Background: an optimization exercise with open tools, aiming at small area, a short achievable clock period and few clock cycles per item. Do not read the settings as production practice. RTL that was checked went through simulation tests only; none was proved equivalent to the original.

## qr_cordic_top
module qr_cordic_top #(
   parameter int data_w = 13
) (
   input  logic                clk,
   input  logic                rst_n,
   input  logic                valid,
   input  logic [4*data_w-1:0] in,
   output logic                out_valid,
   output logic [4*data_w-1:0] out
);
Size in the first run: ~910 flip-flops, roughly 110 I/O pins, about 48000 um^2 of cells after synthesis.
Settings: LEC_CHECK=0, CAP_MARGIN=30, CORE_MARGIN=2, CORE_UTILIZATION=30, SLEW_MARGIN=30; clock period 12.5 ns.
standard.sh (not shown) runs the stock make flow with config.mk's settings and CLKGATE_MAP_FILE= SYNTH_SCRIPT=/design/flow/synth_recipe.tcl, a recipe that flattens the netlist after the stock synthesis.
==> flow/flow/run.sh <==
#!/bin/bash
# Standard layout (the standard.sh, standard synthesis unchanged) with two
# changes to how it is made: timing repair is asked to leave a setup margin,
# so that the layout is pushed below the design's clock period, and the
# buffer on every input and output port is a plain buffer rather than the
# delay cell the resizer picks by default. Each step's output goes to its own
# log file here.
set -euo pipefail
ARGS=("SETUP_SLACK_MARGIN=8.6" "BUFFER_PORTS_ARGS=-buffer_cell sky130_fd_sc_hd__buf_4")
for step in synth floorplan place cts finish; do
  bash standard.sh "${ARGS[@]}" $step > log_$step.txt 2>&1
done
Rerun with:
--- a/flow/design.v
+++ b/flow/design.v
@@ -1,25 +1,24 @@
 `timescale 1ns/10ps
 module givens_cordic #(
    parameter int data_w = 13
 ) (
    input  logic                     clk,
    input  logic                     rst_n,
    input  logic                     flush,
    input  logic signed [data_w-1:0] op_x,
    input  logic signed [data_w-1:0] op_y,
    input  logic                     start,
    input  logic                     mode,      
    input  logic [1:0]               pass,
-   input  logic                     nxt_mode,
    input  logic [1:0]               nxt_pass,
    input  logic [2:0]               row,       
    input  logic [1:0]               col,
    output logic                     done,
    output logic [2:0]               wr_row,
    output logic [1:0]               wr_col,
    output logic signed [data_w-1:0] res_x,
    output logic signed [data_w-1:0] res_y
 );
    localparam int num_iter  = 8;
    localparam int ext_w     = data_w + 2;
    localparam int num_pass  = 3;
@@ -59,51 +58,53 @@
       c_s[0]  = col;
       x_s[0]  = ext_w'(x0_q);
       y_s[0]  = ext_w'(y0_q);
       for (int s = 1; s <= num_iter; s++) begin
          v_s[s]  = v_q[s];
          m_s[s]  = m_q[s];
          p_s[s]  = p_q[s];
          r_s[s]  = r_q[s];
          c_s[s]  = c_q[s];
          x_s[s]  = x_q[s];
          y_s[s]  = y_q[s];
       end
-      for (int s = 0; s < num_iter; s++) begin
+      d_s[0] = (m_s[0] == mode_vector) ? (x0_q[data_w-1] == y0_q[data_w-1]) : d_q[0];
+      for (int s = 1; s < num_iter; s++) begin
          d_s[s] = d_q[s];
+      end
+      for (int s = 0; s < num_iter; s++) begin
          if (d_s[s]) begin
             nx_s[s] = x_s[s] + (y_s[s] >>> s);
             ny_s[s] = y_s[s] - (x_s[s] >>> s);
          end else begin
             nx_s[s] = x_s[s] - (y_s[s] >>> s);
             ny_s[s] = y_s[s] + (x_s[s] >>> s);
          end
       end
    end
    always_ff @(posedge clk or negedge rst_n) begin
       if (!rst_n) begin
          for (int s = 1; s <= num_iter; s++) begin
             v_q[s] <= 1'b0;
          end
       end else begin
          for (int s = 1; s <= num_iter; s++) begin
             v_q[s] <= v_s[s-1] && !flush;
          end
       end
    end
    always_comb begin
       rot_d_s[0] = (v_s[0] && m_s[0] == mode_vector && p_s[0] == nxt_pass)
-                   ? d_q[0] : dir_q[nxt_pass][0];
-      d_nxt[0]   = (nxt_mode == mode_vector) ? (op_x[data_w-1] == op_y[data_w-1])
-                                             : rot_d_s[0];
+                   ? d_s[0] : dir_q[nxt_pass][0];
+      d_nxt[0]   = rot_d_s[0];
       for (int s = 1; s < num_iter; s++) begin
          rot_d_s[s] = (v_s[s] && m_s[s] == mode_vector && p_s[s] == p_s[s-1])
                       ? d_q[s] : dir_q[p_s[s-1]][s];
          d_nxt[s]   = (m_s[s-1] == mode_vector)
                       ? (nx_s[s-1][ext_w-1] == ny_s[s-1][ext_w-1]) : rot_d_s[s];
       end
    end
    always_ff @(posedge clk) begin
       for (int s = 0; s < num_iter; s++) begin
          d_q[s] <= d_nxt[s];
       end
       for (int s = 1; s <= num_iter; s++) begin
@@ -483,25 +484,24 @@
       .res_y    (gv_res_y),
       .out_load (out_load),
       .out_row  (out_row),
       .out      (out)
    );
    givens_cordic #(.data_w(data_w)) givens_cordic_i (
       .clk     (clk),
       .rst_n   (rst_n),
       .flush   (flush),
       .start   (gv_start),
       .mode    (gv_mode),
       .pass    (gv_pass),
-      .nxt_mode (gv_nxt_mode),
       .nxt_pass (gv_nxt_pass),
       .row     (gv_row),
       .col     (gv_col),
       .op_x    (gv_op_x),
       .op_y    (gv_op_y),
       .done    (gv_done),
       .wr_row  (gv_wr_row),
       .wr_col  (gv_wr_col),
       .res_x   (gv_res_x),
       .res_y   (gv_res_y)
    );
 endmodule
- worst setup slack improved by 0.025 ns
- hold slack got worse by 0.069 ns
- final area rises slightly
- clock-buffer cell count rises by 20
- core utilization is about the same
- routed wire length rises by a few percent
- die area rises slightly
- clock skew rises by 0.017 ns
- area after synthesis rises slightly
Testbench counts after the change, summed over its fixed seeds: cycles 9,216, matrices 96.
The RTL of the first run of this note was laid out without a check of its function.

========
## JK
Another version of the RTL of qr_cordic_top (not shown whole).
Size: ~5,800 cells after synthesis, about 0.050 mm2 of cells after synthesis.
Settings: LEC_CHECK=0, ABC_AREA=1, CAP_MARGIN=30, CORE_MARGIN=2, CORE_UTILIZATION=30, CTS_CLUSTER_DIAMETER=100, CTS_CLUSTER_SIZE=24, SLEW_MARGIN=30; clock period 12.5 ns.
Scripts as last shown in full above: flow/flow/run.sh
Testbench counts of JK, summed over its fixed seeds: cycles 9,216, matrices 96.
For TR, these inputs were changed with respect to JK:
--- a/flow/design.v
+++ b/flow/design.v
@@ -216,16 +216,17 @@
          odd_c[c]  = mat_q[{rd_odd, 1'b1, c[1:0]}];
       end
    end
    assign even_q = even_c[rd_col];
    assign odd_q  = odd_c[rd_col];
    logic [2:0] rd_row_hi;
    assign rd_row_hi = rd_row - 3'd1;
    assign op_x   = (rq_en_q && rq_row_q == rd_row_hi && rq_col_q == rd_col) ? rq_y_q
+                 : (load_wr && load_row == rd_row_hi && rd_col == 2'd0) ? in[data_w-1:0]
                  : rd_row[0] ? even_q : odd_q;
    assign op_y   = (wr_en && wr_row_hi == rd_row && wr_col == rd_col) ? res_x
                  : rd_row[0] ? odd_q : even_q;
    always_ff @(posedge clk or negedge rst_n) begin
       if (!rst_n) begin
          out_q <= '0;
       end else begin
          for (int c = 0; c < num_cols; c++) begin
@@ -287,18 +288,18 @@
    logic       issue;
    logic       last_issue;
    logic       load_en;
    assign load_en  = valid && loading_q;
    assign load_wr  = loading_q;
    assign load_row = 3'(4'd7 - beats_q);
    assign round_ok   = (beats_q == 4'd8)
                     || (!late_q && ((beats_q > round_q)
-                                    || (round_q == 4'd1 && beats_q == 4'd1 && load_en)));
-   assign issue      = calc_q && (phase_q != '0 || round_ok);
+                                    || (round_q == 4'd1 && beats_q <= 4'd1 && load_en)));
+   assign issue      = (calc_q || load_en) && (phase_q != '0 || round_ok);
    assign last_issue = issue && (round_q == last_round) && (phase_q == last_phase);
    always_ff @(posedge clk or negedge rst_n) begin
       if (!rst_n) begin
          loading_q   <= 1'b1;
          beats_q     <= '0;
          calc_q      <= 1'b0;
          round_q     <= 4'd1;
          phase_q     <= '0;
==> run notes <==
For the wire length of the first global-routing pass, TR came in 1.3% higher than JK did.
Post-synth net total, TR vs JK: up slightly
When TR is measured against JK, its fraction of the mapped netlist area in adder cells turns out 0.20 points lower.
Taking JK as the reference, in TR total detailed-routing wirelength went up by 3000 um, compound-cell area share of the yosys netlist went up by 0.89 points, post-layout minimum cycle time went down by 35 ps, final worst setup slack went up by 35 ps, fraction of area in multi-input gates was more or less identical.
Every stage of the flow completed for TR, and the final layout passed the timing, design-rule and antenna checks.
Higher number of signal-net inverters in the final layout goes to TR over JK.
What TR reported for count of unique library cells instantiated by Yosys has to be multiplied by 0.873 to get the figure for JK.
TR — worst-case hold slack 11 ps lower, JK as reference
Testbench counts of TR, summed over its fixed seeds: cycles 9,120, matrices 96.

## port drivers added, routing unchanged
No port has a modelled driver above. Below, the same layouts with a new extraction and two added sets of constraints. Step 1 (the two cells are an assumption about what drives the block):
set clk [get_ports {clk}]
set_driving_cell -lib_cell sky130_fd_sc_hd__clkbuf_16 $clk
set_driving_cell -lib_cell sky130_fd_sc_hd__buf_2 [delete_from_list [all_inputs] $clk]
Step 2, shift: input delay + t, output delay - t, t = (earliest + latest rising clock arrival at the registers) / 2. This alone moves slack from input paths to output paths. Three values: ideal, step 1, step 2; two values: the first two.
| run | shift t [ns] | slack for setup (ns) | hold WS [ns] | worst register clock-pin slew, ns |
|---|---|---|---|---|
| the first run of note 1 | 0.761 | 8.606 / 8.550 / 8.148 | 0.324 / 0.324 / 0.324 | 0.07 / 0.07 |
| the second run of note 1 | 0.785 | 8.631 / 8.542 / 8.307 | 0.255 / 0.255 / 0.255 | 0.07 / 0.07 |
| JK | 0.743 | 8.686 / 8.607 / 8.609 | 0.333 / 0.333 / 0.333 | 0.11 / 0.11 |
| TR | 0.773 | 8.721 / 8.636 / 8.587 | 0.323 / 0.323 / 0.323 | 0.11 / 0.11 |
After both steps setup and hold are still met in every run listed. For the first run of note 1, which loses most, drivers alone change the setup slack by -0.056 ns; drivers and shift together by -0.458 ns.
